This is an optimization exercise on Yosys and OpenROAD, whose aim is small area, a short achievable clock period and few clock cycles, not a production implementation.
Function not checked in this run: the RTL went through the layout flow alone.
Power is estimated from default activity; no workload was simulated.

**design.v**
```verilog
`timescale 1ns / 1ps
`default_nettype none
package rhpm_pkg;
   localparam logic [7:0] OPEN_MARK  = 8'h5B;
   localparam logic [7:0] CLOSE_MARK = 8'h5D;
   localparam logic [8:0]  SKIP_MAX  = 9'd511;
   localparam logic [15:0] TOTAL_MAX = 16'hFFFF;
endpackage
`default_nettype wire
`timescale 1ns / 1ps
`default_nettype none
module rolling_hash_pattern_marker_core (
   input  wire logic        clock,
   input  wire logic        reset,
   input  wire logic        req_valid,
   output logic             req_stall,
   input  wire logic [7:0]  req_text_byte,
   input  wire logic        req_end_of_line,
   input  wire logic        req_clear_total,
   output logic             rsp_valid,
   input  wire logic        rsp_stall,
   output logic [7:0]       rsp_out_byte,
   output logic             rsp_line_done,
   output logic             rsp_line_matched,
   output logic [15:0]      rsp_total_matches,
   input  wire logic        csr_valid,
   output logic             csr_ready,
   input  wire logic [2:0]  csr_index,
   input  wire logic [63:0] csr_data
);
   logic [7:0]  pat_ff [16];
   logic        pv_lo_ff, pv_hi_ff;
   logic [3:0]  mm1_ff;                  
   logic        sv_ff, hv_ff;
   logic [7:0]  sb_ff, hb_ff;
   logic        se_ff, sc_ff, he_ff, hc_ff;
   logic [7:0]  w_ff [15];
   logic [14:0] dv_ff;
   logic [3:0]  f_ff;                    
   logic        full_ff;                 
   logic        mm_ff;                   
   logic        sz_ff;                   
   logic        sle_ff;                  
   logic [8:0]  skip_ff;
   logic        matched_ff;
   logic [15:0] total_ff;
   logic        busy_ff;
   logic        br_ff;                   
   logic        p0_ff;                   
   logic        beol_ff;                 
   logic        bm_ff;                   
   logic [3:0]  r_ff;
   logic [3:0]  ki_ff;
   logic        ov_ff;
   logic [7:0]  ob_ff;
   logic        od_ff, om_ff;
   logic        csr_wr;
   assign csr_ready = !sv_ff && !(busy_ff && p0_ff);
   assign csr_wr    = csr_valid && csr_ready;
   assign req_stall = hv_ff;
   logic        out_free, accept, proc, s_load, wait_c;
   logic [7:0]  c;
   logic        eol, clr;
   assign out_free = !ov_ff || !rsp_stall;
   assign accept   = req_valid && !hv_ff;
   assign c        = sb_ff;
   assign eol      = se_ff;
   assign clr      = sc_ff;
   logic [15:0] eq, dn;
   logic        cz, match, may_match;
   assign cz = (c == 8'd0);
   always_comb begin
      for (int i = 0; i < 16; i++) begin
         if ((i < 8) ? pv_lo_ff : pv_hi_ff) begin
            eq[i] = (c == pat_ff[i]);
         end else begin
            eq[i] = cz;
         end
      end
      dn[0] = eq[0];
      for (int i = 1; i < 16; i++) begin
         dn[i] = dv_ff[i-1] & eq[i];
      end
   end
   logic [15:0] sel_m, sel_p;
   logic        eq_m, mm_nx;
   always_comb begin
      for (int i = 0; i < 16; i++) begin
         sel_m[i] = (mm1_ff == 4'(i));
         sel_p[i] = (mm1_ff == 4'(i + 1));
      end
   end
   assign eq_m      = |(sel_m & eq);
   assign match     = mm_ff && eq_m;
   assign mm_nx     = (mm1_ff == 4'd0) || |(sel_p & dn);
   assign may_match = mm_ff;
   logic        full, s_le_f, s_zero;
   logic [3:0]  fl_idx;
   logic [9:0]  skip_sum;
   logic [8:0]  skip_a;
   assign full     = full_ff;
   assign s_zero   = sz_ff;
   assign s_le_f   = sle_ff;
   assign fl_idx   = f_ff - skip_ff[3:0];
   assign skip_sum = {1'b0, skip_ff} + {5'd0, mm1_ff} + 10'd1;
   assign skip_a   = skip_sum[9] ? rhpm_pkg::SKIP_MAX : skip_sum[8:0];
   assign wait_c = busy_ff && (may_match || clr || (eol ? s_le_f : (full && s_zero)) ||
                               (p0_ff && (mm1_ff == 4'd15)));
   assign proc   = sv_ff && out_free && !wait_c;
   assign s_load = proc || !sv_ff;
   logic [3:0]  ix, widx;
   logic [7:0]  wbyte, pat0;
   assign ix    = eol ? fl_idx : mm1_ff;
   assign widx  = busy_ff ? ki_ff : (ix - 4'd1);
   assign wbyte = (!busy_ff && (ix == 4'd0)) ? c : w_ff[widx];
   assign pat0  = pv_lo_ff ? pat_ff[0] : 8'd0;
   logic        ld;
   logic [7:0]  nb;
   logic        nd, nm;
   always_comb begin
      ld = 1'b0;
      nb = wbyte;
      nd = 1'b0;
      nm = 1'b0;
      if (busy_ff) begin
         ld = out_free;
         if (p0_ff) begin
            nb = pat0;
         end else if (r_ff == 4'd0) begin
            nb = rhpm_pkg::CLOSE_MARK;
            nd = beol_ff;
            nm = beol_ff;
         end else begin
            nd = !br_ff && (r_ff == 4'd1);
            nm = !br_ff && (r_ff == 4'd1) && bm_ff;
         end
      end else if (proc) begin
         if (match) begin
            ld = 1'b1;
            nb = rhpm_pkg::OPEN_MARK;
         end else if (eol) begin
            ld = s_le_f;
            nd = (fl_idx == 4'd0);
            nm = (fl_idx == 4'd0) && matched_ff;
         end else begin
            ld = full && s_zero;
         end
      end
   end
   always_ff @(posedge clock) begin
      if (csr_wr && (csr_index == 3'd0)) begin
         for (int k = 0; k < 8; k++) pat_ff[k] <= csr_data[8*k +: 8];
      end
      if (csr_wr && (csr_index == 3'd1)) begin
         for (int k = 0; k < 8; k++) pat_ff[8+k] <= csr_data[8*k +: 8];
      end
   end
   always_ff @(posedge clock) begin
      if (reset) begin
         pv_lo_ff <= 1'b0;
         pv_hi_ff <= 1'b0;
         mm1_ff   <= 4'd0;
      end else if (csr_wr) begin
         case (csr_index)
            3'd0: pv_lo_ff <= 1'b1;
            3'd1: pv_hi_ff <= 1'b1;
            3'd2: begin
               if (csr_data[4:0] == 5'd0) mm1_ff <= 4'd0;
               else if (csr_data[4]) mm1_ff <= 4'd15;
               else mm1_ff <= csr_data[3:0] - 4'd1;
            end
            default: ;
         endcase
      end
   end
   always_ff @(posedge clock) begin
      if (reset) begin
         sv_ff <= 1'b0;
         hv_ff <= 1'b0;
      end else if (s_load) begin
         sv_ff <= hv_ff || accept;
         hv_ff <= 1'b0;
      end else if (accept) begin
         hv_ff <= 1'b1;
      end
      if (s_load) begin
         if (hv_ff) begin
            sb_ff <= hb_ff;
            se_ff <= he_ff;
            sc_ff <= hc_ff;
         end else begin
            sb_ff <= req_text_byte;
            se_ff <= req_end_of_line;
            sc_ff <= req_clear_total;
         end
      end
      if (accept) begin
         hb_ff <= req_text_byte;
         he_ff <= req_end_of_line;
         hc_ff <= req_clear_total;
      end
   end
   always_ff @(posedge clock) begin
      if (proc) begin
         w_ff[0] <= c;
         for (int i = 1; i < 15; i++) w_ff[i] <= w_ff[i-1];
      end
   end
   logic [3:0]  f_nx;
   logic        full_nx;
   logic [8:0]  skip_m, skip_nm, skip_nx;
   logic        sz_nm, sle_nm, sz_nx, sle_nx;
   assign f_nx    = full ? f_ff : (f_ff + 4'd1);
   assign full_nx = full || ((f_ff + 4'd1) == mm1_ff);
   assign skip_m  = skip_a - 9'd1;
   assign skip_nm = (full && !s_zero) ? (skip_ff - 9'd1) : skip_ff;
   assign sz_nm   = s_zero || (full && (skip_ff == 9'd1));
   assign sle_nm  = (skip_nm <= {5'd0, f_nx});
   assign skip_nx = match ? skip_m : skip_nm;
   assign sz_nx   = match ? (s_zero && (mm1_ff == 4'd0)) : sz_nm;
   assign sle_nx  = match ? (s_zero && full_nx) : sle_nm;
   logic [15:0] total_inc, total_nx;
   assign total_inc = (total_ff == rhpm_pkg::TOTAL_MAX) ? total_ff : (total_ff + 16'd1);
   assign total_nx  = clr ? {15'd0, match} : (match ? total_inc : total_ff);
   always_ff @(posedge clock) begin
      if (reset) begin
         dv_ff      <= '0;
         f_ff       <= '0;
         full_ff    <= 1'b1;
         mm_ff      <= 1'b1;
         sz_ff      <= 1'b1;
         sle_ff     <= 1'b1;
         skip_ff    <= '0;
         matched_ff <= 1'b0;
         total_ff   <= '0;
      end else if (csr_wr && (csr_index == 3'd2)) begin
         full_ff <= (csr_data[4:0] <= 5'd1);
         mm_ff   <= (csr_data[4:0] <= 5'd1);
      end else if (proc) begin
         total_ff <= total_nx;
         if (eol) begin
            dv_ff      <= '0;
            f_ff       <= '0;
            full_ff    <= (mm1_ff == 4'd0);
            mm_ff      <= (mm1_ff == 4'd0);
            sz_ff      <= 1'b1;
            sle_ff     <= 1'b1;
            skip_ff    <= '0;
            matched_ff <= 1'b0;
         end else begin
            dv_ff   <= dn[14:0];
            f_ff    <= f_nx;
            full_ff <= full_nx;
            mm_ff   <= mm_nx;
            skip_ff <= skip_nx;
            sz_ff   <= sz_nx;
            sle_ff  <= sle_nx;
            if (match) matched_ff <= 1'b1;
         end
      end
   end
   always_ff @(posedge clock) begin
      if (reset) begin
         busy_ff <= 1'b0;
      end else if (busy_ff) begin
         if (out_free && !p0_ff && ((r_ff == 4'd0) || (!br_ff && (r_ff == 4'd1)))) begin
            busy_ff <= 1'b0;
         end
      end else if (proc) begin
         busy_ff <= match || (eol && s_le_f && (fl_idx != 4'd0));
      end
      if (busy_ff) begin
         if (out_free) begin
            if (p0_ff) begin
               p0_ff <= 1'b0;
               if (proc) ki_ff <= ki_ff + 4'd1;
            end else if (r_ff != 4'd0) begin
               r_ff <= r_ff - 4'd1;
               if (!proc) ki_ff <= ki_ff - 4'd1;
            end
         end
      end else if (proc) begin
         br_ff   <= match;
         p0_ff   <= match;
         beol_ff <= eol;
         bm_ff   <= matched_ff;
         r_ff    <= match ? mm1_ff : fl_idx;
         ki_ff   <= match ? (mm1_ff - 4'd1) : (fl_idx - 4'd1);
      end
   end
   always_ff @(posedge clock) begin
      if (reset) begin
         ov_ff <= 1'b0;
      end else if (ld) begin
         ov_ff <= 1'b1;
      end else if (!rsp_stall) begin
         ov_ff <= 1'b0;
      end
      if (ld) begin
         ob_ff <= nb;
         od_ff <= nd;
         om_ff <= nm;
      end
   end
   assign rsp_valid         = ov_ff;
   assign rsp_out_byte      = ob_ff;
   assign rsp_line_done     = od_ff;
   assign rsp_line_matched  = om_ff;
   assign rsp_total_matches = total_ff;
endmodule
`default_nettype wire
```
**flow/run.sh**
```bash
#!/bin/bash
set -euo pipefail
export SETUP_SLACK_MARGIN=7.3
export BUFFER_PORTS_ARGS="-buffer_cell sky130_fd_sc_hd__buf_2"
bash standard.sh > standard.log 2>&1
```
**standard.sh**
```bash
#!/bin/bash
# synth_recipe.tcl (not shown) runs the flow's synth.tcl, then flattens the netlist and writes it again
# the make line also repeats each setting of config.mk as NAME=value (left out here)
make -C /OpenROAD-flow-scripts/flow DESIGN_CONFIG=/design/flow/config.mk WORK_HOME=/design/flow/orfs CLKGATE_MAP_FILE= SYNTH_SCRIPT=/design/flow/synth_recipe.tcl "${@:-finish}"
```
**config.mk**
```make
export PLATFORM = sky130hd
export DESIGN_NAME = rolling_hash_pattern_marker_core
export DESIGN_NICKNAME = rolling_hash_pattern_marker_core
export VERILOG_FILES = /design/flow/design.v
export SDC_FILE = /design/flow/constraint.sdc
export NUM_CORES = 4
export LEC_CHECK = 0
export CAP_MARGIN = 20
export CORE_MARGIN = 2
export CORE_UTILIZATION = 35
export PLACE_DENSITY = 0.5
export SLEW_MARGIN = 20
```
**constraint.sdc**
```tcl
create_clock -name core_clock -period 11.0 [get_ports {clock}]
set_input_delay 2.2000 -clock core_clock [delete_from_list [all_inputs] [get_ports {clock}]]
set_output_delay 2.2000 -clock core_clock [all_outputs]
set_load 0.01 [all_outputs]
```
==> flow_summary_export.csv <==
group,metric,value,unit
die,core_area,0.0466,mm2
logic_synthesis,syn_area,0.0165,mm2
logic_synthesis,synth_top_cell_by_area,"edfxtp_1",
route,vias,11600,
clocking,h-tree-depth,2,
logic_synthesis,netlist_top_cells_count,"edfxtp_1 (290), xnor2_1 (136), nand2_1 (86)",
timing,max_freq,269,MHz
logic_synthesis,syn_avg_cell_area,12.2,um2
timing,setup_violations,0,
power_and_ir_drop,intPower,2520,uW
cells_and_area,multi_input_area,0.00646,mm2
cells_and_area,drive_gt1_share,23.0,%
clocking,cts_buffers,41,
clocking,cts_root_buf,"clkbuf_16",
die,die_x,221,um
route,via_per_inst,5.38,
clocking,clock_sink_count,348,
power_and_ir_drop,power_frac_clock,40.2,%
route,route.detailed.drc,0,
route,drt_iter0_markers,918,
logic_synthesis,yosysWarnings,3,
setup_path,cp.arrival,1.52,ns
setup_path,critPathMaxFanout,2,
route,wl_per_cell,21.2,um
route,drtPass1Iterations,6,
global_routing,grt_first_pass_wirelength,69300,um
power_and_ir_drop,swShare,26.0,%
global_routing,grt_pass1_vias,11500,
logic_synthesis,yosys.area_share.simple,11.5,%
die,io_pins,111,
setup_path,startpoint_type,"register",
clocking,cts_tree,"done",
logic_synthesis,yosysMostFrequentCell,"edfxtp_1",
setup_path,critPathKind,"register to output pin",
timing,slew_viol_final,0,
cells_and_area,n_fill_cell,4385,
timing,finalCriticalPeriod,3.72,ns
cells_and_area,ff_latch_area,0.00988,mm2
setup_path,setup.worst_path.end_class,"output pin",
timing,holdWs,0.444,ns
logic_synthesis,async_reset_ff_share,0,%
cells_and_area,final_nets,1628,
logic_synthesis,ys_top_cells_by_area,"edfxtp_1 (53%), xnor2_1 (7.2%), dfxtp_1 (7.0%)",
route,wl,45600,um
logic_synthesis,yosysSeqAreaShare,59.8,%
timing,rsz0062_at_grt,"true",
logic_synthesis,yosysTopAreaCellShare,52.8,%
power_and_ir_drop,p_switching,886,uW
logic_synthesis,syn_nets,1473,
logic_synthesis,ys_types,80,
placed_design,port_buffers,110,
die,start_util,35.4,%
logic_synthesis,netlist_instances,1357,
global_routing,overflow,0,
placed_design,place_hpwl,28700,um
timing,maxSlewHeadroom,33.8,%
die,rows,79,
logic_synthesis,synth_enable_flop_cells,290,
placed_design,gp_congestion,0.832,
die,die_area,0.0489,mm2
power_and_ir_drop,finalPower,3400,uW
logic_synthesis,synth_mux_area_share,2.45,%
clocking,clock_latency,0.58,ns
job,cap_violations,0,
power_and_ir_drop,p_comb_share,14.3,%
timing,clock_skew,0.0370,ns
logic_synthesis,synthAdderAreaFrac,2.71,%
outcome,status,"timing/DRC/antenna clean",
power_and_ir_drop,seqPwrFrac,45.5,%
hold_path,worstHoldPathType,"register to register",
logic_synthesis,synth_ff_type,"edfxtp_1",
route,drtAntennaViolNets,0,
clocking,cts.clk_slew.worst_paths,0.06,ns
global_routing,antenna_found_initial,3,
logic_synthesis,synth_compound_area_share,11.7,%
setup_path,required,8.80,ns
logic_synthesis,synth-xor-area-share,8.60,%
logic_synthesis,ys_ff_latch,348,
timing,hold_viol_final,0,
power_and_ir_drop,power_density,171,mW/mm2
timing,tns,0,ns
cells_and_area,area_delta_synth_final,20.7,%
global_routing,grt_max_degree,78,
power_and_ir_drop,p_leak,0.00697,uW
die,chipHeight,221,um
logic_synthesis,synth_top_family_by_area,"compound AO/OA/AOI/OAI gates",
global_routing,gr-usage-all-layers,18.2,%
timing,finalCritPeriodShare,33.8,%
clocking,clock_path_buffers,3,
timing,worst_pin_slew,0.989,ns
power_and_ir_drop,vdd_drop_max,124,uV
flip-flops by register name, summed over array words and instances (netlist names), 4 cells and up:
signal,count
total_ff,16
ki_ff,4
dv_ff,14
sb_ff,8
pat_ff,128
skip_ff,9
r_ff,4
hb_ff,8
ob_ff,8
w_ff,120
f_ff,4
mm1_ff,4
final cells by class:
cell class / count / area share (%)
clock buffers: 55 / 5.78
inverters: 35 / 0.710
clock inverters: 20 / 1.02
well taps: 607 / 3.81
flip-flops and latches: 348 / 49.6
multi-input cells: 898 / 32.4
diodes: 2 / 0.0251
repair inverters: 2 / 0.0628
repair buffers: 186 / 6.53
cell usage in the layout (no fill, tap or decap), types with 42 or more instances in the layout:
| cell type | n |
|---|---|
| edfxtp_1 | 290 |
| buf_2 | 109 |
| nand4_1 | 42 |
| nor2_1 | 64 |
| o21ai_0 | 54 |
| nand2_1 | 84 |
| buf_4 | 60 |
| nand3_1 | 52 |
| dfxtp_1 | 51 |
| xnor2_1 | 135 |
| a21oi_1 | 74 |
| clkbuf_16 | 45 |
critical path, cell delays in order (launching register included):
cell and delay [ns]:
edfxtp_1 0.45, inv_2 0.12, nor2_4 0.06, nor2_4 0.18, buf_6 0.13
layer usage:
metal  up-vias  global-route usage, %  routed length, um
met5         -                      0                 13
met3        67                   3.61               2880
met2       370                   28.9              21000
met4         2                   5.91               1180
met1      5730                   25.0              20600
li1       5423                      -                  -
final timing paths:
kind / start / end / slack [ns] / depth (start not counted)
worst min-delay path: w_ff[9][1] / w_ff[10][1] / 0.44 / 0
worst max-delay path: p0_ff / csr_ready / 7.28 / 4
worst max register to register: f_ff[0] / ob_ff[7] / 7.34 / 16
worst min register to register: w_ff[9][1] / w_ff[10][1] / 0.44 / 0
power by group through the flow:
stage | Sequential, uW | Combinational (uW) | Clock (uW)
2_1_floorplan | 1560 | 263 | 0
3_3_place_gp | 1580 | 384 | 0
3_5_place_dp | 1580 | 389 | 0
4_1_cts | 1550 | 449 | 1400
5_1_grt | 1550 | 526 | 1450
6_report | 1550 | 487 | 1370
cell families (layout without fill, tap and decap cells):
logic type / Yosys count / after routing
buffers and inverters: 114 / 298
muxes: 35 / 35
adders and majority gates: 34 / 34
AOI/OAI and AO/OA: 293 / 293
xor gates and xnor gates: 162 / 162
DFF: 348 / 348
other: 0 / 2
and+or+nand+nor: 371 / 374
per-stage QoR:
step	setup slack [ns]	util (%)	cells	instance area (um2)
after floorplan	6.38	-	1357	16600
after global placement	5.98	37.9	2017	17700
after detailed placement	5.91	37.9	2018	17700
after CTS	7.27	42.1	2130	19600
after global routing	7.21	42.8	2152	19900
final	7.28	42.8	2153	19900
repair_timing:
item,in CTS,in global routing
hold buffers,0,0
setup buffers,31,18
resized for setup,62,39
gates cloned,6,3
pin swaps,20,20
endpoints found under the setup margin,197,123

[static timing again, ports no longer ideal]
In the flow no input, the clock included, has a driving cell. The finished layout below was timed again as built, in two steps. Step 1 sets driving cells, clkbuf_16 on the clock port and buf_2 on the other inputs (assumed; they add their load-dependent delay and slew). Step 2, shift: input delay + t, output delay - t, t = (earliest + latest rising clock arrival at the registers) / 2. This alone moves slack from input paths to output paths. a / b / c = ideal ports / drivers / drivers and shift; a / b = the first two.
t, ns: 0.619
slack for setup (ns): 7.282 / 7.227 / 6.885
worst setup path after step 2: input to register
pins driven straight from the clock port: 1
After both steps setup and hold are still met in this run. For this run, drivers alone change the setup slack by -0.055 ns; drivers and shift together by -0.397 ns.
